This design comes from an exercise in tuning for small area on the open sky130 flow, not from production work.
The RTL was checked by simulation tests, not by an equivalence proof against the original design.
No activity file was given, so power comes from the tool's default toggle rates.

--- flow/config.mk ---
export PLATFORM = sky130hd
export DESIGN_NAME = aes_round_key_store
export DESIGN_NICKNAME = aes_round_key_store
export VERILOG_FILES = /design/flow/design.v
export SDC_FILE = /design/flow/constraint.sdc
export NUM_CORES = 4
export LEC_CHECK = 0
export CAP_MARGIN = 20
export CORE_MARGIN = 2
export CORE_UTILIZATION = 65
export CTS_BUF_LIST = sky130_fd_sc_hd__clkbuf_16
export CTS_CLUSTER_DIAMETER = 60
export CTS_CLUSTER_SIZE = 20
export PLACE_DENSITY = 0.75
export SLEW_MARGIN = 50
export SYNTH_HIERARCHICAL = 1
--- flow/constraint.sdc ---
create_clock -name core_clock -period 5.0 [get_ports {clk}]
set_input_delay 1.0000 -clock core_clock [delete_from_list [all_inputs] [get_ports {clk}]]
set_output_delay 1.0000 -clock core_clock [all_outputs]
set_load 0.01 [all_outputs]
--- flow/design.v ---
package aes_pkg;
    localparam int unsigned AES_KEY_W      = 128;
    localparam int unsigned AES_NUM_ROUNDS = 10;
    localparam int unsigned AES_IDX_W      = 4;
    typedef enum logic [0:0] {
        ST_IDLE,
        ST_STREAM
    } stream_state_e;
endpackage
module aes_rk_slot #(
    parameter int unsigned KEY_W = 128
) (
    input  logic             clk,
    input  logic             we,
    input  logic             keep,
    input  logic [KEY_W-1:0] wdata,
    output logic [KEY_W-1:0] q,
    output logic             flag
);
    always_ff @(posedge clk) begin
        q    <= ~((q | {KEY_W{we}}) & (wdata | {KEY_W{keep}}));
        flag <= ~((flag | we) & keep);
    end
endmodule
module aes_rk_xor #(
    parameter int unsigned W = 128
) (
    input  logic [W-1:0] a,
    input  logic         b,
    output logic [W-1:0] y
);
    assign y = a ^ {W{b}};
endmodule
module aes_rk_aoi222 (
    input  logic [2:0] a,
    input  logic [2:0] b,
    output logic       y
);
    assign y = !((a[0] & b[0]) | (a[1] & b[1]) | (a[2] & b[2]));
endmodule
module aes_rk_nand3 (
    input  logic [2:0] a,
    output logic       y
);
    assign y = !(&a);
endmodule
module aes_rk_ao221 (
    input  logic [1:0] a,
    input  logic [1:0] b,
    input  logic       c,
    output logic       y
);
    assign y = (a[0] & b[0]) | (a[1] & b[1]) | c;
endmodule
module aes_rk_rdbit (
    input  logic [10:0] d,
    input  logic [10:0] sel,
    output logic        y
);
    logic [2:0] n;
    logic       m;
    aes_rk_aoi222 u_g0 (.a(d[2:0]),  .b(sel[2:0]),  .y(n[0]));
    aes_rk_aoi222 u_g1 (.a(d[5:3]),  .b(sel[5:3]),  .y(n[1]));
    aes_rk_aoi222 u_g2 (.a(d[8:6]),  .b(sel[8:6]),  .y(n[2]));
    aes_rk_nand3  u_g3 (.a(n), .y(m));
    aes_rk_ao221  u_g4 (.a(d[10:9]), .b(sel[10:9]), .c(m), .y(y));
endmodule
module aes_rk_mem #(
    parameter int unsigned KEY_W    = 128,
    parameter int unsigned NUM_KEYS = 11
) (
    input  logic                clk,
    input  logic [NUM_KEYS-1:0] we,
    input  logic [NUM_KEYS-1:0] keep,
    input  logic [KEY_W-1:0]    wdata,
    input  logic [NUM_KEYS-1:0] rsel,
    output logic [KEY_W-1:0]    rdata
);
    logic [KEY_W-1:0]    slot_q [NUM_KEYS];
    logic [NUM_KEYS-1:0] flag_q;
    logic [KEY_W-1:0]    rdata_x;
    logic                rflag;
    for (genvar i = 0; i < NUM_KEYS; i++) begin : g_slot
        aes_rk_slot #(.KEY_W(KEY_W)) u_slot (
            .clk   (clk),
            .we    (we[i]),
            .keep  (keep[i]),
            .wdata (wdata),
            .q     (slot_q[i]),
            .flag  (flag_q[i])
        );
    end
    for (genvar b = 0; b < KEY_W; b++) begin : g_rd
        logic [NUM_KEYS-1:0] col;
        for (genvar i = 0; i < NUM_KEYS; i++) begin : g_col
            assign col[i] = slot_q[i][b];
        end
        aes_rk_rdbit u_rd (
            .d   (col),
            .sel (rsel),
            .y   (rdata_x[b])
        );
    end
    aes_rk_rdbit u_rd_flag (
        .d   (flag_q),
        .sel (rsel),
        .y   (rflag)
    );
    aes_rk_xor #(.W(KEY_W)) u_rx (.a(rdata_x), .b(rflag), .y(rdata));
endmodule
module aes_round_key_store #(
    parameter int unsigned KEY_W    = aes_pkg::AES_KEY_W,
    parameter int unsigned NUM_KEYS = aes_pkg::AES_NUM_ROUNDS + 1,
    parameter int unsigned IDX_W    = aes_pkg::AES_IDX_W
) (
    input  logic             clk,
    input  logic             rst,
    input  logic             wr_en,
    input  logic [IDX_W-1:0] wr_index,
    input  logic [KEY_W-1:0] wr_key,
    output logic             keys_ready,
    input  logic             start,
    input  logic             decrypt,
    output logic             busy,
    output logic             rk_valid,
    input  logic             rk_ready,
    output logic [IDX_W-1:0] rk_index,
    output logic [KEY_W-1:0] rk_key,
    output logic             rk_last,
    output logic             err_seq
);
    localparam logic [IDX_W-1:0] LAST_IDX = IDX_W'(NUM_KEYS - 1);
    localparam logic [IDX_W-1:0] NONE_IDX = '1;
    logic             busy_q;
    logic             dec_q;
    logic [NUM_KEYS-1:0] sel_q;    
    logic [IDX_W-1:0] last_wr_q;
    logic             err_q;
    logic                wr_ok;
    logic                wr_accept;
    logic [NUM_KEYS-1:0] we;
    logic [NUM_KEYS-1:0] keep;
    logic                begin_stream;
    assign keys_ready = (last_wr_q == LAST_IDX);
    assign wr_ok = (wr_index == '0) ||
                   ((wr_index <= LAST_IDX) &&
                    ((wr_index == last_wr_q) || (wr_index == last_wr_q + IDX_W'(1))));
    assign wr_accept = wr_en && !busy_q && wr_ok;
    always_comb begin
        for (int i = 0; i < NUM_KEYS; i++) begin
            we[i]   = wr_accept && (wr_index == IDX_W'(i));
            keep[i] = !we[i];
        end
    end
    aes_rk_mem #(
        .KEY_W    (KEY_W),
        .NUM_KEYS (NUM_KEYS)
    ) u_mem (
        .clk   (clk),
        .we    (we),
        .keep  (keep),
        .wdata (wr_key),
        .rsel  (sel_q),
        .rdata (rk_key)
    );
    assign begin_stream = !busy_q && start && keys_ready;
    always_ff @(posedge clk) begin
        if (rst) begin
            busy_q    <= 1'b0;
            dec_q     <= 1'b0;
            sel_q     <= NUM_KEYS'(1);
            last_wr_q <= NONE_IDX;
            err_q     <= 1'b0;
        end else begin
            if (wr_en && !(wr_ok && !busy_q)) err_q <= 1'b1;
            if (wr_accept) last_wr_q <= wr_index;
            if (begin_stream) begin
                busy_q <= 1'b1;
                dec_q  <= decrypt;
                sel_q  <= decrypt ? NUM_KEYS'(1) << LAST_IDX : NUM_KEYS'(1);
            end else if (busy_q && rk_ready) begin
                if (rk_last) busy_q <= 1'b0;
                else         sel_q  <= dec_q ? sel_q >> 1 : sel_q << 1;
            end
        end
    end
    assign busy     = busy_q;
    assign rk_valid = busy_q;
    assign rk_last  = dec_q ? sel_q[0] : sel_q[NUM_KEYS-1];
    always_comb begin
        rk_index = '0;
        for (int i = 0; i < NUM_KEYS; i++) begin
            if (sel_q[i]) rk_index = rk_index | IDX_W'(i);
        end
    end
    assign err_seq  = err_q;
endmodule
--- flow/flow/run.sh ---
#!/bin/bash
# Own layout flow: the standard flow (standard.sh, unchanged synthesis and
# steps), with the port buffers that global placement inserts made from the
# smallest buffer cell instead of the default choice.
set -euo pipefail
export BUFFER_PORTS_ARGS="-buffer_cell sky130_fd_sc_hd__buf_1"
bash standard.sh > standard.log 2>&1
--- flow/standard.sh ---
#!/bin/bash
# synth_recipe.tcl (not shown) runs the flow's synth.tcl, then flattens the netlist and writes it again
# the make line also repeats each setting of config.mk as NAME=value (left out here)
make -C /OpenROAD-flow-scripts/flow DESIGN_CONFIG=/design/flow/config.mk WORK_HOME=/design/flow/orfs CLKGATE_MAP_FILE= SYNTH_SCRIPT=/design/flow/synth_recipe.tcl "${@:-finish}"
==> summary.txt, run 1 <==
Worst Setup Start Kind=flop; Post-Syn Area per Cell=11.8 um^2; Cells after DPL=around 5,100; sequential fraction of the synthesis area=59.7%; top cells by count, synth=1,437 x dfxtp_1, 1,408 x o22ai_1, 387 x a222oi_1, 145 x buf_2; final wirelength=156,000 um; total global routing overflow=0; I/O Pins=275; worst-margin pin slew=786 ps; Starting Density=about two thirds; Max-cap violations=0; largest net degree at the start of global routing=105; post-DP HPWL=79,400 um; Nets=around 4,300; most common cell in the synthesized netlist=dfxtp_1; worst min path class=flop to flop; Sink Count=1,437; Post-CTS Setup Bufs=0; layout cell share with drive strength beyond 1=5.56%; Final Hold Fails=0; routed length per placed instance=30.0 um; power per cell area=504 mW/mm^2; RSZ-0062 raised after global routing=no; Residual DRC=0; CTS tree=built; final antenna-violating net count=0; post-CTS resize count=0; Setup TNS=0 ps; critical path fanouts, max=47; Main synth FF type=dfxtp_1; Static Leak=between 15 and 20 nW; setup slack after layout=approximately 670 ps; Design Power=0.0261 W; Clock H-tree levels=3; FFs w/ async S/R, synth=0%; syn nets=between 4,000 and 5,000; Rows=99; design area=0.0518 mm^2; input/output buffers=274; synth warn=10; Slew headroom=47.6%; Layout area overhead=7.51%; CTS buffer count=85; Skew-Pair Late Insertion Delay=approximately 660 ps; worst path cell trace=buf_4 > a222oi_1 > nand3_1 > a221o_1 > xor2_1 > buf_1; min Tclk post-route=4330 ps; Non-Filler Instances=5,198; Top delay family on crit path=buffers and inverters; Cell variety after synth=49; die height=276 um; DP Worst Slack=1140 ps; Chip Width=~280 um; final period utilization=86.7%; CP max stage cell=dfxtp_4; CP required=~4000 ps; vias in the first global route=40,000; top post-synthesis cells by area=dfxtp_1 60%, o22ai_1 18%, a222oi_1 8.0%; initial antenna violation count=12; CP peak stage delay=830 ps; number of synthesized register bits=1,437; Syn Inst Count=4,091; GP Congestion=0.810; kind of critical path=flop to primary output; status=timing/DRC/antenna clean; top cell type by total area after synthesis=dfxtp_1; Initial DRT Pass Iterations=13; Final Max Slew Viols=0; DR vias/cell=7.98; die footprint=approximately 0.076 mm^2; gr usage total=38.7%; DRT iter0 DRCs=8,094; Data arrival, critical path=around 3300 ps; clock skew=22.9 ps; synthesized cell area=0.0482 mm^2; via count=roughly 42,000; root buffer cell=clkbuf_16; Max Fclk=231 MHz; first-pass GRT wire length=236,000 um; Critical path buffers and inverters=2; cts hold-fix bufs=0; post-synth top area share=around three fifths; EDFF count, synth=0; Max clock buf depth=3; CP endpoint kind=primary output; core area=about 0.073 mm^2; Placed Area=0.0494 mm^2; VDD IR max=a little under 0.3 mV; Setup violations, final=0; Clock Pin Slew Worst Setup and Hold Paths=roughly 80 ps
==> per-module statistics from Yosys (local to each module, per instance), a selection <==
module / cells / flip-flops and latches / area (um^2)
aes_rk_nand3: 1 / 0 / 5.00
aes_rk_ao221: 1 / 0 / 10.0
aes_round_key_store: 158 / 18 / 1280
aes_rk_aoi222: 1 / 0 / 10.0
==> flip-flops by register name, summed over array words and instances (netlist names) <==
| register | count |
|---|---|
| dec_q | 1 |
| u_mem.g_slot.u_slot.q | 1408 |
| err_q | 1 |
| sel_q | 11 |
| u_mem.g_slot.u_slot.flag | 11 |
| last_wr_q | 4 |
| busy_q | 1 |
==> through the flow <==
stage | utilization (%) | hold slack, ps
final | 70.7 | 446
after global routing | 70.7 | 454
after CTS | 70.7 | 445
after detailed placement | 67.4 | 433
after global placement | 66.7 | 425
after floorplan | - | 411
==> layout by cell type (no fill, tap or decap), drive strengths merged, types with 6 or more instances in the layout <==
master	netlist	final
nor2	24	24
buf	320	366
a211oi	9	9
mux2i	11	11
o21ai	14	14
clkbuf	15	89
inv	3	9
clkinv	1	10
nor3	6	6
a222oi	387	387
diode	0	9
o22ai	1408	1408
xnor2	6	6
nand2	12	12
a221o	130	130
xor2	128	128
nand3	136	136
dfxtp	1437	1437
==> power by group <==
| part | total [W] | internal, W | switching [W] |
|---|---|---|---|
| Sequential | 0.0152 | 0.0139 | 0.00130 |
| Combinational | 0.00399 | 0.00195 | 0.00205 |
| Clock | 0.00693 | 0.00320 | 0.00373 |
| Total | 0.0261 | 0.0190 | 0.00707 |
==> cells by family (layout without fill, tap and decap cells) <==
group / after synthesis / after routing / share of synthesized area (%)
and+or+nand+nor: 207 / 207 / 2.23
xor gates and xnor gates: 135 / 135 / 2.49
AOI/OAI and AO/OA: 1959 / 1959 / 29.5
buffers and inverters: 339 / 478 / 5.76
other: 0 / 9 / 0
DFF: 1437 / 1437 / 59.7
muxes: 12 / 12 / 0.252
adders and majority gates: 2 / 2 / 0.0520
==> worst paths after layout <==
path | cells after the start | startpoint | to | slack, ps
worst max-delay path | 6 | sel_q[4]$_SDFFE_PP0P_ | rk_key[127] | 670
worst min register to register | 1 | u_mem.g_slot[4].u_slot.q[123]$_DFF_P_ | u_mem.g_slot[4].u_slot.q[123]$_DFF_P_ | 450
worst max register to register | 10 | last_wr_q[0]$_SDFFE_PP1P_ | u_mem.g_slot[1].u_slot.q[115]$_DFF_P_ | 1820
worst min-delay path | 1 | u_mem.g_slot[4].u_slot.q[123]$_DFF_P_ | u_mem.g_slot[4].u_slot.q[123]$_DFF_P_ | 450
==> worst register-to-register path: cells and delay by family, from the launching register on <==
kind	cells	cell delay [ps]
AO/OA/AOI/OAI	2	410
XOR/XNOR	1	190
adder cells (fa/ha/maj)	1	300
AND/OR/NAND/NOR	3	380
flip-flops	1	420
buffers and inverters	3	1310
==> metal layers <==
metal	global-route usage (%)	routed length (um)	up-vias
met5	0	40	-
met4	14.8	4750	6
met3	8.13	20600	402
met2	58.3	68800	3101
met1	54.9	61700	20500
li1	-	-	17500
==> layout make-up <==
cell class	count	area, um^2
antenna	9	22.5
clock buffer	89	2230
clock inverter	19	128
fill	5427	21400
inverter	4	22.5
multi-input combinational	2315	16700
sequential	1437	28800
tap	959	1200
timing repair buffer	366	2630
==> inputs of run 2 (changes only) <==
--- a/flow/config.mk
+++ b/flow/config.mk
@@ -9,8 +9,8 @@
 export CORE_MARGIN = 2
 export CORE_UTILIZATION = 65
 export CTS_BUF_LIST = sky130_fd_sc_hd__clkbuf_16
-export CTS_CLUSTER_DIAMETER = 60
-export CTS_CLUSTER_SIZE = 20
+export CTS_CLUSTER_DIAMETER = 80
+export CTS_CLUSTER_SIZE = 30
 export PLACE_DENSITY = 0.75
 export SLEW_MARGIN = 50
 export SYNTH_HIERARCHICAL = 1
==> summary.txt, run 2 <==
post-CTS resize count=0; I/O Pins=275; R2R cell count=10; Top delay family on crit path=buffers and inverters; Rows=99; most common cell in the synthesized netlist=dfxtp_1; Sw Share=27.4%; synthesized cell area=between 0.04 and 0.05 mm^2; worst min path class=flop to flop; final wirelength=154,000 um; Max-cap violations=0; Combinational Power Share=around 16%; Layout area overhead=5.60%; VDD IR max=around 0.33 mV; core area=0.0732 mm^2; largest registers=u_mem.g_slot.u_slot.q: 1408 flops, sel_q: 11 flops, u_mem.g_slot.u_slot.flag: 11 flops; total global routing overflow=0; Initial DRT Pass Iterations=11; clock power share=22.0%; largest net degree at the start of global routing=105; Starting Density=around 66%; worst path cell trace=buf_4 > a222oi_1 > nand3_1 > a221o_1 > xor2_1 > buf_1; max reg flops=1,408; min Tclk post-route=4360 ps; Main synth FF type=dfxtp_1; Setup violations, final=0; Syn Inst Count=4,091; Hold Crit Start=u_mem.g_slot[7].u_slot.q[123]$_DFF_P_; Data arrival, critical path=between 3000 and 4000 ps; top post-synthesis cells by area=dfxtp_1 60%, o22ai_1 18%, a222oi_1 8.0%; Biggest register=u_mem.g_slot.u_slot.q; cts hold-fix bufs=0; syn nets=about 4,200; top cells by count, synth=1,437 x dfxtp_1, 1,408 x o22ai_1, 387 x a222oi_1, 145 x buf_2; top cell type by total area after synthesis=dfxtp_1; Critical path buffers and inverters=2; Static Leak=17.8 nW; final period utilization=87.3%; post-DP HPWL=between 70,000 and 80,000 um; RSZ-0062 raised after global routing=no; Setup TNS=0 ps; CP endpoint kind=primary output; CP Depth=6; worst-margin pin slew=785 ps; kind of critical path=flop to primary output; Worst Setup Start Kind=flop; setup slack after layout=between 600 and 700 ps; layout cell share with drive strength beyond 1=4.57%; FFs w/ async S/R, synth=0%; Cell variety after synth=49; DRT iter0 DRCs=7,444; Sink Count=1,437; number of synthesized register bits=roughly 1,400; initial antenna violation count=12; sequential share of power=61.8%; GP Congestion=about 0.8; Post-Syn Area per Cell=11.8 um^2; Final Util=slightly below 70%; clock skew=31.1 ps; most common cell after layout, fill and taps aside=dfxtp_1; Max Fclk=229 MHz; EDFF count, synth=0; Chip Width=276 um; first-pass GRT wire length=233,000 um; setup slack, reg-to-reg=~1800 ps; Final Hold Fails=0; critical path fanouts, max=47; DR vias/cell=7.97; Clock Pin Slew Worst Setup and Hold Paths=110 ps; final antenna-violating net count=0; Max clock buf depth=3; CP peak stage delay=850 ps; Clock H-tree levels=2; Slew headroom=a little under half; RR Startpoint=last_wr_q[0]$_SDFFE_PP1P_; CP required=4000 ps; input/output buffers=between 200 and 300; post-synth top area share=~60%; CTS tree=built; Nets=4,318; synth warn=10; CP Launch Point=sel_q[4]$_SDFFE_PP0P_; most frequent cells in the layout=1,426 x dfxtp_1, 1,408 x o22ai_1, 387 x a222oi_1; worst reg2reg endpoint=u_mem.g_slot[1].u_slot.q[112]$_DFF_P_; power per cell area=roughly 480 mW/mm^2; vias in the first global route=39,200; CTS buffer count=54; NetSw=around 0.0067 W; die height=276 um; routed length per placed instance=29.9 um; gr usage total=38.2%; sequential fraction of the synthesis area=approximately 60%; die footprint=0.0763 mm^2; CP max stage cell=dfxtp_4; internal power=~0.018 W; Critical Path Sink=rk_key[127]; Residual DRC=0; status=timing/DRC/antenna clean; Skew-Pair Late Insertion Delay=680 ps; via count=41,100; Design Power=0.0245 W; Hold Slack=around 450 ps; Final Max Slew Viols=0; root buffer cell=clkbuf_16; DP Worst Slack=1140 ps; Post-CTS Setup Bufs=0
run 2: worst register-to-register path, delay by kind of cell, from the launching register on:
family	cells	cell delay, ps
AND/OR/NAND/NOR	3	380
adder cells (fa/ha/maj)	1	300
buffers and inverters	3	1320
flip-flops	1	440
AO/OA/AOI/OAI	2	440
XOR/XNOR	1	190
run 2: worst min path at each step:
stage	slack, ps	depth (start not counted)	to
after CTS	450	1	u_mem.g_slot[2].u_slot.flag$_DFF_P_
after global placement	420	1	u_mem.g_slot[3].u_slot.flag$_DFF_P_
final	450	1	u_mem.g_slot[7].u_slot.q[123]$_DFF_P_
after detailed placement	430	1	u_mem.g_slot[2].u_slot.flag$_DFF_P_
after global routing	460	1	u_mem.g_slot[7].u_slot.q[50]$_DFF_P_
after floorplan	410	1	u_mem.g_slot[0].u_slot.flag$_DFF_P_
run 2: logic make-up (layout without fill, tap and decap cells):
family	count (synthesis)	count (layout)	share of synthesized area, %
compound gates	1959	1959	29.5
simple gates	207	207	2.23
buf+inv	339	432	5.76
flops	1437	1437	59.7
xor+xnor	135	135	2.49
mux	12	12	0.252
other cells	0	9	0
fa+ha+maj	2	2	0.0520
run 2: Yosys stat by module, one instance, submodules excluded, excerpt:
module	times used	cells
aes_rk_nand3	129	1
aes_rk_ao221	129	1
aes_rk_aoi222	387	1
aes_round_key_store	1	158
run 2: power by group through the flow:
stage | registers, W | clock network [W] | logic [W]
2_1_floorplan | 0.0150 | 0 | 0.00289
3_3_place_gp | 0.0152 | 0 | 0.00377
3_5_place_dp | 0.0153 | 0 | 0.00394
4_1_cts | 0.0151 | 0.00540 | 0.00394
5_1_grt | 0.0154 | 0.00581 | 0.00432
6_report | 0.0152 | 0.00540 | 0.00398
run 2: routing by layer:
layer	vias up	wire length [um]	global-route usage [%]
li1	17400	-	-
met5	-	40	0
met4	6	4970	13.4
met2	3074	67600	57.7
met1	20200	61200	54.4
met3	407	20500	8.33
run 2: area by class of cell:
class,instances,area (um^2)
sequential,1437,28800
inverter,4,22.5
clock inverter,7,56.3
fill,5535,22300
tap,959,1200
antenna,9,22.5
timing repair buffer,366,2630
multi-input combinational,2315,16700
clock buffer,55,1380
run 2: through the flow:
step,area (um^2),std cells
after detailed placement,49400,5080
after global routing,50900,5151
after CTS,50800,5142
after global placement,48800,5058
final,50900,5152
after floorplan,48200,4091
==> inputs of run 3 (changes only) <==
--- a/flow/config.mk
+++ b/flow/config.mk
@@ -7,10 +7,10 @@
 export LEC_CHECK = 0
 export CAP_MARGIN = 20
 export CORE_MARGIN = 2
-export CORE_UTILIZATION = 65
+export CORE_UTILIZATION = 75
 export CTS_BUF_LIST = sky130_fd_sc_hd__clkbuf_16
 export CTS_CLUSTER_DIAMETER = 80
 export CTS_CLUSTER_SIZE = 30
-export PLACE_DENSITY = 0.75
+export PLACE_DENSITY = 0.85
 export SLEW_MARGIN = 50
 export SYNTH_HIERARCHICAL = 1
==> summary.txt, run 3 <==
Final Util=between 70% and 80%; power per cell area=490 mW/mm^2; total global routing overflow=0; final period utilization=89.8%; root buffer cell=clkbuf_16; largest registers=u_mem.g_slot.u_slot.q: 1408 flops, sel_q: 11 flops, u_mem.g_slot.u_slot.flag: 11 flops; most common cell in the synthesized netlist=dfxtp_1; VDD IR max=0.332 mV; Residual DRC=0; post-CTS resize count=0; GP Congestion=0.820; Initial DRT Pass Iterations=14; max reg flops=about 1,400; Skew-Pair Late Insertion Delay=690 ps; largest family of logic cells by synthesized area=compound AO/OA/AOI/OAI gates; most common cell after layout, fill and taps aside=dfxtp_1; DRT iter0 DRCs=10,300; CP max stage cell=dfxtp_4; Static Leak=17.7 nW; gr usage total=~45%; DR vias/cell=8.40; fraction of synthesized area in multiplexers=0.252%; synthesized cell area=0.0482 mm^2; vias in the first global route=40,600; core area=0.0633 mm^2; CTS tree=built; die footprint=0.0663 mm^2; Syn Inst Count=4,091; sequential fraction of the synthesis area=59.7%; post-DP HPWL=78,500 um; Post-Syn Area per Cell=~12 um^2; Combinational Power Share=between 10% and 20%; xor/xnor share of the synthesized area=2.49%; Slew headroom=48.6%; Clock Pin Slew Worst Setup and Hold Paths=approximately 110 ps; Setup violations, final=0; Post-CTS Setup Bufs=0; post-synthesis adder-cell area fraction=0.0520%; final wirelength=156,000 um; final antenna-violating net count=0; worst min path class=flop to flop; CP endpoint kind=primary output; initial antenna violation count=21; Rows=approximately 90; Critical path buffers and inverters=2; EDFF count, synth=0; Post-Synth Simple-Gate Area=around 2.2%; Compound-Gate Fraction of Synth Area=29.5%; Layout area overhead=4.83%; Worst Setup Start Kind=flop; status=timing/DRC/antenna clean; FFs w/ async S/R, synth=0%; top cell type by total area after synthesis=dfxtp_1; internal power=about 0.018 W; Top delay family on crit path=flip-flops; Main synth FF type=dfxtp_1; critical path fanouts, max=50; input/output buffers=274; clock skew=30.9 ps; Data arrival, critical path=3490 ps; routed length per placed instance=30.9 um; first-pass GRT wire length=234,000 um; worst path cell trace=a222oi_1 > nand3_1 > a221o_4 > buf_12 > xor2_1 > buf_1; CP required=4000 ps; Max-cap violations=0; layout cell share with drive strength beyond 1=4.47%; Cell variety after synth=49; Nets=4,311; min Tclk post-route=roughly 4500 ps; Max clock buf depth=3; Biggest register=u_mem.g_slot.u_slot.q; top post-synthesis cells by area=dfxtp_1 60%, o22ai_1 18%, a222oi_1 8.0%; Starting Density=approximately 76%; Chip Width=257 um; number of synthesized register bits=1,437; top cells by count, synth=1,437 x dfxtp_1, 1,408 x o22ai_1, 387 x a222oi_1, 145 x buf_2; syn nets=4,231; RSZ-0062 raised after global routing=no; Final Hold Fails=0; NetSw=0.00687 W; CP peak stage delay=870 ps; Sw Share=around 28%; CTS buffer count=54; post-synth top area share=between 50 and 60%; Clock H-tree levels=2; clock power share=22.2%; synth warn=10; cts hold-fix bufs=0; via count=42,400; Max Fclk=223 MHz; kind of critical path=flop to primary output; Sink Count=1,437; I/O Pins=275; die height=257 um; most frequent cells in the layout=1,426 x dfxtp_1, 1,408 x o22ai_1, 387 x a222oi_1; Setup TNS=0 ps; largest net degree at the start of global routing=109; Final Max Slew Viols=0; worst-margin pin slew=771 ps; sequential share of power=61.5%
[run 3: cell counts after synthesis]
No cell type changed its count.
[run 3: area by class of cell]
| cell class | count | area [um^2] |
|---|---|---|
| Tap cell | 846 | 1060 |
| Timing Repair Buffer | 359 | 2340 |
| Clock inverter | 10 | 88.8 |
| Sequential cell | 1437 | 28800 |
| Multi-Input combinational cell | 2315 | 16700 |
| Clock buffer | 55 | 1380 |
| Inverter | 4 | 20.0 |
| Antenna cell | 21 | 52.6 |
| Fill cell | 3988 | 12800 |
[run 3: path summary, 6_finish.rpt]
check / startpoint / depth (start not counted) / slack [ps] / end
max: sel_q[6]$_SDFFE_PP0P_ / 6 / 510 / rk_key[34]
min: u_mem.g_slot[6].u_slot.q[34]$_DFF_P_ / 1 / 450 / u_mem.g_slot[6].u_slot.q[34]$_DFF_P_
max reg2reg: last_wr_q[0]$_SDFFE_PP1P_ / 11 / 1780 / u_mem.g_slot[8].u_slot.q[99]$_DFF_P_
min reg2reg: u_mem.g_slot[6].u_slot.q[34]$_DFF_P_ / 1 / 450 / u_mem.g_slot[6].u_slot.q[34]$_DFF_P_
[run 3: cells by family (layout without fill, tap and decap cells)]
group,after synthesis,count (layout)
compound gates,1959,1959
flops,1437,1437
buf+inv,339,428
simple gates,207,207
xor+xnor,135,135
mux,12,12
fa+ha+maj,2,2
other cells,0,21
[run 3: Yosys stat by module (local to each module, per instance), a selection]
module / flops+latches / times used
aes_rk_aoi222: 0 / 387
aes_round_key_store: 18 / 1
aes_rk_nand3: 0 / 129
aes_rk_ao221: 0 / 129
[run 3: per-stage QoR]
step                setup slack, ps  cell area [um^2]  hold slack [ps]  power [W]  instances
floorplan                       429             48200              411     0.0179       4091
global placement                959             48600              425     0.0190       4948
detailed placement             1090             49000              431     0.0193       4961
CTS                             712             50400              449     0.0245       5026
global route                    506             50500              460     0.0256       5038
finish                          508             50500              452     0.0247       5047
[run 3: metal layers]
metal | vias up | track usage, % | wire (um)
met5 | - | 0.219 | 82
met4 | 14 | 21.4 | 7100
met3 | 678 | 11.5 | 24000
met2 | 3905 | 66.5 | 68200
met1 | 20400 | 60.6 | 56700
li1 | 17400 | - | -
[run 3: power groups by stage]
stage | Clock, W | Sequential (W) | Combinational [W]
2_1_floorplan | 0 | 0.0150 | 0.00289
3_3_place_gp | 0 | 0.0152 | 0.00374
3_5_place_dp | 0 | 0.0153 | 0.00394
4_1_cts | 0.00541 | 0.0151 | 0.00395
5_1_grt | 0.00582 | 0.0154 | 0.00434
6_report | 0.00548 | 0.0152 | 0.00404
==> inputs of run 4 (changes only) <==
--- a/flow/config.mk
+++ b/flow/config.mk
@@ -12,5 +12,5 @@
 export CTS_CLUSTER_DIAMETER = 80
 export CTS_CLUSTER_SIZE = 30
 export PLACE_DENSITY = 0.85
-export SLEW_MARGIN = 50
+export SLEW_MARGIN = 35
 export SYNTH_HIERARCHICAL = 1
==> summary.txt, run 4 <==
status=timing/DRC/antenna clean; Main synth FF type=dfxtp_1; Initial DRT Pass Iterations=12; Sw Share=27.7%; Design Power=0.0247 W; uppermost layer routed=met5; Max clock buf depth=3; metal1 wirelength=56,800 um; R2R cell count=10; final antenna-violating net count=0; Cell variety after synth=between 40 and 50; number of cells on the worst hold path=1; sequential fraction of the synthesis area=approximately three fifths; die height=257 um; gr usage total=44.2%; final period utilization=between 90% and 100%; Setup violations, final=0; Clock Pin Slew Worst Setup and Hold Paths=roughly 110 ps; EDFF count, synth=0; Combinational Power Share=16.3%; Starting Density=76.1%; cts hold-fix bufs=0; syn nets=around 4,200; worst-margin pin slew=approximately 1000 ps; vias in the first global route=40,300; synth warn=10; Data arrival, critical path=between 3000 and 4000 ps; Rows=about 90; I/O Pins=275; Nets=4,299; Max-cap violations=0; top post-synthesis cells by area=dfxtp_1 60%, o22ai_1 18%, a222oi_1 8.0%; RR Startpoint=last_wr_q[0]$_SDFFE_PP1P_; synthesized cell area=0.0482 mm^2; max reg flops=around 1,400; Static Leak=17.5 nW; Cells after DPL=4,948; Setup TNS=0 ps; VDD IR max=0.328 mV; design area=0.0502 mm^2; top cells by count, synth=1,437 x dfxtp_1, 1,408 x o22ai_1, 387 x a222oi_1, 145 x buf_2; fill count=4,057; via count=42,400; min Tclk post-route=4610 ps; Non-Filler Instances=5,038; core area=roughly 0.063 mm^2; largest net degree at the start of global routing=135; RSZ-0062 raised after global routing=no; routed length on met2=67,700 um; NetSw=0.00686 W; number of synthesized register bits=1,437; kind of critical path=flop to primary output; worst hold endpoint=u_mem.g_slot[10].u_slot.q[53]$_DFF_P_; Slew headroom=between 30% and 40%; setup slack, reg-to-reg=1750 ps; Sink Count=1,437; Chip Width=between 200 and 300 um; Final Max Slew Viols=0; clock power share=22.2%; worst min path class=flop to flop; CTS buffer count=54; routed length per placed instance=a little over 30 um; Post-CTS Setup Bufs=0; post-CTS resize count=0; die footprint=between 0.06 and 0.07 mm^2; total global routing overflow=0; Biggest register=u_mem.g_slot.u_slot.q; most frequent cells in the layout=1,426 x dfxtp_1, 1,408 x o22ai_1, 387 x a222oi_1; Hold Crit Start=u_mem.g_slot[10].u_slot.q[53]$_DFF_P_; top cell type by total area after synthesis=dfxtp_1; Post-Syn Area per Cell=11.8 um^2; DRT iter0 DRCs=9,870; layout cell share with drive strength beyond 1=4.20%; FFs w/ async S/R, synth=0%; CP endpoint kind=primary output; root buffer cell=clkbuf_16; Max Fclk=217 MHz; first-pass GRT wire length=between 200,000 and 250,000 um; post-DP HPWL=75,400 um; Clock H-tree levels=2; Skew-Pair Late Insertion Delay=690 ps; Final Hold Fails=0; power per cell area=493 mW/mm^2; Layout area overhead=4.15%; sequential share of power=61.5%; internal power=0.0179 W; Placed Area=0.0486 mm^2; most common cell in the synthesized netlist=dfxtp_1; most common cell after layout, fill and taps aside=dfxtp_1; critical path fanouts, max=62; CTS tree=built; CP required=4000 ps; Syn Inst Count=4,091; Residual DRC=0; clock skew=29.9 ps; post-synth top area share=59.7%; worst reg2reg endpoint=u_mem.g_slot[1].u_slot.flag$_DFF_P_; initial antenna violation count=28; Worst Setup Start Kind=flop; largest registers=u_mem.g_slot.u_slot.q: 1408 flops, sel_q: 11 flops, u_mem.g_slot.u_slot.flag: 11 flops; DR vias/cell=8.41; final wirelength=155,000 um; GP Congestion=0.820; input/output buffers=274; DR WL met3=around 24,000 um
## run 4: cell counts after synthesis
No cell type changed its count.
## run 4: worst max path at each step
| stage | startpoint | end | slack [ps] | cells past startpoint |
|---|---|---|---|---|
| after global routing | sel_q[1]$_SDFFE_PP0P_ | rk_key[107] | 430 | 6 |
| after detailed placement | wr_index[0] | u_mem.g_slot[1].u_slot.flag$_DFF_P_ | 880 | 9 |
| after CTS | sel_q[8]$_SDFFE_PP0P_ | rk_key[16] | 570 | 6 |
| after global placement | wr_index[0] | u_mem.g_slot[1].u_slot.flag$_DFF_P_ | 960 | 9 |
| final | sel_q[8]$_SDFFE_PP0P_ | rk_key[16] | 390 | 6 |
| after floorplan | sel_q[6]$_SDFFE_PP0P_ | rk_key[100] | 430 | 6 |
## run 4: per-stage QoR
step | setup slack [ps] | util (%) | hold slack, ps
after CTS | 573 | 79.1 | 449
after floorplan | 429 | - | 411
final | 392 | 79.2 | 451
after detailed placement | 883 | 76.8 | 433
after global routing | 427 | 79.2 | 460
after global placement | 959 | 76.8 | 425
## run 4: cell type report
type                            count  area [um^2]  area share, %
Sequential cell                  1437        28800           57.4
Inverter                            4         20.0         0.0399
Clock inverter                     12         93.8          0.187
Antenna cell                       22         55.1          0.110
Tap cell                          846         1060           2.11
Multi-Input combinational cell   2315        16700           33.4
Timing Repair Buffer              347         2010           4.01
Clock buffer                       55         1380           2.74
## run 4: critical path, stage by stage (launching register included)
cell and delay (ps):
dfxtp_4 1000, a222oi_1 240, nand3_1 190, a221o_4 460, buf_12 430, xor2_1 360
buf_1 190
## run 4: power by group through the flow
| stage | registers, W | clock network (W) | logic [W] |
|---|---|---|---|
| finish | 0.0152 | 0.00548 | 0.00403 |
| global route | 0.0154 | 0.00580 | 0.00434 |
| CTS | 0.0151 | 0.00540 | 0.00394 |
| detailed placement | 0.0153 | 0 | 0.00393 |
| global placement | 0.0152 | 0 | 0.00374 |
| floorplan | 0.0150 | 0 | 0.00289 |
## run 4: modules after synthesis (local to each module, per instance), a selection
| module | area [um^2] | times used | flip-flops and latches |
|---|---|---|---|
| aes_rk_ao221 | 10.0 | 129 | 0 |
| aes_rk_nand3 | 5.00 | 129 | 0 |
| aes_rk_aoi222 | 10.0 | 387 | 0 |
| aes_round_key_store | 1280 | 1 | 18 |
## run 4: cells by family (layout without fill, tap and decap cells)
group / after synthesis / after routing / share of synthesized area, %
AO/OA/AOI/OAI: 1959 / 1959 / 29.5
adder cells (fa/ha/maj): 2 / 2 / 0.0520
flip-flops: 1437 / 1437 / 59.7
AND/OR/NAND/NOR: 207 / 207 / 2.23
buffers and inverters: 339 / 418 / 5.76
other: 0 / 22 / 0
multiplexers: 12 / 12 / 0.252
XOR/XNOR: 135 / 135 / 2.49
## run 4: layer usage
layer / global-route usage [%] / vias to the layer above
li1: - / 17300
met1: 60.0 / 20400
met2: 66.1 / 3911
met3: 12.4 / 639
met4: 20.1 / 20
met5: 0 / -
==> inputs of run 5 (changes only) <==
--- a/flow/config.mk
+++ b/flow/config.mk
@@ -12,5 +12,5 @@
 export CTS_CLUSTER_DIAMETER = 80
 export CTS_CLUSTER_SIZE = 30
 export PLACE_DENSITY = 0.85
-export SLEW_MARGIN = 35
+export SLEW_MARGIN = 28
 export SYNTH_HIERARCHICAL = 1
==> summary.txt, run 5 <==
status=timing/DRC/antenna clean; top post-synthesis cells by area=dfxtp_1 60%, o22ai_1 18%, a222oi_1 8.0%; uppermost layer routed=met5; Slew headroom=30.9%; Biggest register=u_mem.g_slot.u_slot.q; kind of critical path=flop to primary output; Chip Width=between 200 and 300 um; CP max stage cell=dfxtp_4; Layout area overhead=4.11%; Static Leak=approximately 18 nW; I/O Pins=275; die footprint=0.0663 mm^2; CP required=4000 ps; Syn Inst Count=between 4,000 and 5,000; worst-margin pin slew=roughly 1000 ps; die height=between 200 and 300 um; post-DP HPWL=75,300 um; R2R cell count=10; post-synth top area share=59.7%; largest registers=u_mem.g_slot.u_slot.q: 1408 flops, sel_q: 11 flops, u_mem.g_slot.u_slot.flag: 11 flops; top cells by count, synth=1,437 x dfxtp_1, 1,408 x o22ai_1, 387 x a222oi_1, 145 x buf_2; Initial DRT Pass Iterations=17; Setup TNS=0 ps; Starting Density=76.1%; Worst Setup Start Kind=flop; final antenna-violating net count=0; CTS tree=built; max reg flops=1,408; most frequent cells in the layout=1,426 x dfxtp_1, 1,408 x o22ai_1, 387 x a222oi_1; setup slack after layout=405 ps; via count=42,300; post-CTS resize count=0; layout cell share with drive strength beyond 1=~4.2%; Skew-Pair Late Insertion Delay=690 ps; vias in the first global route=40,700; GP Congestion=0.820; gr usage total=44.5%; Final Max Slew Viols=0; most common cell in the synthesized netlist=dfxtp_1; Rows=92; Cells after DPL=4,948; metal1 wirelength=56,400 um; DR WL met3=24,100 um; CP peak stage delay=950 ps; routed length on met2=68,300 um; Residual DRC=0; largest net degree at the start of global routing=roughly 140; first-pass GRT wire length=234,000 um; Max clock buf depth=3; worst path cell trace=buf_4 > a222oi_1 > nand3_1 > a221o_1 > xor2_1 > buf_1; min Tclk post-route=about 4600 ps; most common cell after layout, fill and taps aside=dfxtp_1; final wirelength=approximately 160,000 um; VDD IR max=between 0.3 and 0.4 mV; root buffer cell=clkbuf_16; Clock H-tree levels=2; power per cell area=493 mW/mm^2; synthesized cell area=0.0482 mm^2; initial antenna violation count=26; synth warn=10; top cell type by total area after synthesis=dfxtp_1; EDFF count, synth=0; core area=0.0633 mm^2; number of cells on the worst hold path=1; Non-Filler Instances=5,035; Setup violations, final=0; Clock Pin Slew Worst Setup and Hold Paths=110 ps; DR vias/cell=roughly 8.4; Final Hold Fails=0; DP Worst Slack=slightly below 900 ps; CP endpoint kind=primary output; Cell variety after synth=between 40 and 50; CTS buffer count=54; total global routing overflow=0; Sink Count=1,437; Max-cap violations=0; DRT iter0 DRCs=10,200; cts hold-fix bufs=0; Nets=around 4,300; worst min path class=flop to flop; Post-Syn Area per Cell=11.8 um^2; syn nets=4,231; critical path fanouts, max=57; Post-CTS Setup Bufs=0; Main synth FF type=dfxtp_1; routed length per placed instance=30.8 um; clock skew=39.0 ps; fill count=between 4,000 and 5,000; FFs w/ async S/R, synth=0%; Final Util=79.2%; RSZ-0062 raised after global routing=no; Max Fclk=218 MHz; input/output buffers=274; Data arrival, critical path=3590 ps; number of synthesized register bits=~1,400; Hold Slack=451 ps; sequential fraction of the synthesis area=around three fifths; final period utilization=roughly 92%
-- run 5: cell counts after synthesis --
Identical to the previous run, type by type.
-- run 5: layout make-up --
class	count	area [um^2]	share of cell area, %
well taps	846	1060	2.11
inverters	4	20.0	0.0399
clock buffers	55	1380	2.74
multi-input cells	2315	16700	33.4
clock inverters	11	92.6	0.185
flip-flops and latches	1437	28800	57.5
diodes	21	52.6	0.105
repair buffers	346	2000	3.99
-- run 5: critical path, delay by kind of cell (launching register included) --
family	cells	cell delay, ps
DFF	1	950
AOI/OAI and AO/OA	2	320
buffers and inverters	2	1050
xor gates and xnor gates	1	320
and+or+nand+nor	1	170
-- run 5: worst paths after layout --
path	start	end	slack (ps)
max	sel_q[1]$_SDFFE_PP0P_	rk_key[108]	410
min	u_mem.g_slot[8].u_slot.flag$_DFF_P_	u_mem.g_slot[8].u_slot.flag$_DFF_P_	450
max reg2reg	last_wr_q[0]$_SDFFE_PP1P_	u_mem.g_slot[1].u_slot.q[62]$_DFF_P_	1730
min reg2reg	u_mem.g_slot[8].u_slot.flag$_DFF_P_	u_mem.g_slot[8].u_slot.flag$_DFF_P_	450
-- run 5: Yosys stat by module, one instance, submodules excluded, a selection --
module               cells  times used
aes_rk_ao221             1         129
aes_rk_aoi222            1         387
aes_rk_nand3             1         129
aes_round_key_store    158           1
-- run 5: routing by layer --
layer / vias to the layer above / global-route usage (%)
met5: - / 0
met4: 20 / 20.0
met3: 606 / 12.9
met2: 3868 / 66.3
met1: 20400 / 60.4
li1: 17400 / -
-- run 5: cell families (layout without fill, tap and decap cells) --
logic type,count (synthesis),in the layout,synth area share [%]
compound gates,1959,1959,29.5
simple gates,207,207,2.23
fa+ha+maj,2,2,0.0520
buf+inv,339,416,5.76
xor+xnor,135,135,2.49
flops,1437,1437,59.7
other cells,0,21,0
mux,12,12,0.252
-- run 5: report_power, final --
group          total, W  internal [W]  switching [W]  leakage (nW)
combinational   0.00402       0.00193        0.00210          4.02
clock           0.00548       0.00206        0.00342         0.735
sequential       0.0152        0.0139        0.00135          12.8
total            0.0247        0.0179        0.00686          17.5
-- run 5: through the flow --
step | total power (W) | area, um^2
floorplan | 0.0179 | 48200
global placement | 0.0190 | 48600
detailed placement | 0.0193 | 48600
CTS | 0.0245 | 50100
global route | 0.0256 | 50100
finish | 0.0247 | 50100

[port drivers added, routing unchanged]
The results above use ideal ports. As a check the final layouts listed here were re-extracted and re-timed, cells and wires unchanged. Step 1 sets driving cells, clkbuf_16 on the clock port and buf_2 on the other inputs (assumed; they add their load-dependent delay and slew). Step 2 moves the port delays by t, midway between the first and last clock arrival at a register: inputs arrive t later, outputs are due t later. That takes back most of the time a late clock gives input paths. Slacks: no drivers / after step 1 / after step 2; pairs: no drivers / after step 1.
run	t, ns	slack for setup (ns)	hold slack, ns	latest minus earliest clock arrival (ns)	cell pins on the clock port's net
run 1	0.720	0.666 / 0.595 / 1.045	0.446 / 0.446 / 0.446	0.031 / 0.032	1
run 2	0.732	0.637 / 0.565 / 1.028	0.450 / 0.450 / 0.450	0.033 / 0.032	1
run 3	0.743	0.508 / 0.438 / 0.984	0.452 / 0.452 / 0.452	0.035 / 0.036	1
run 4	0.743	0.392 / 0.322 / 1.012	0.451 / 0.451 / 0.451	0.032 / 0.032	1
run 5	0.740	0.405 / 0.335 / 0.705	0.451 / 0.451 / 0.451	0.044 / 0.045	1
After both steps setup and hold are still met in every run listed.
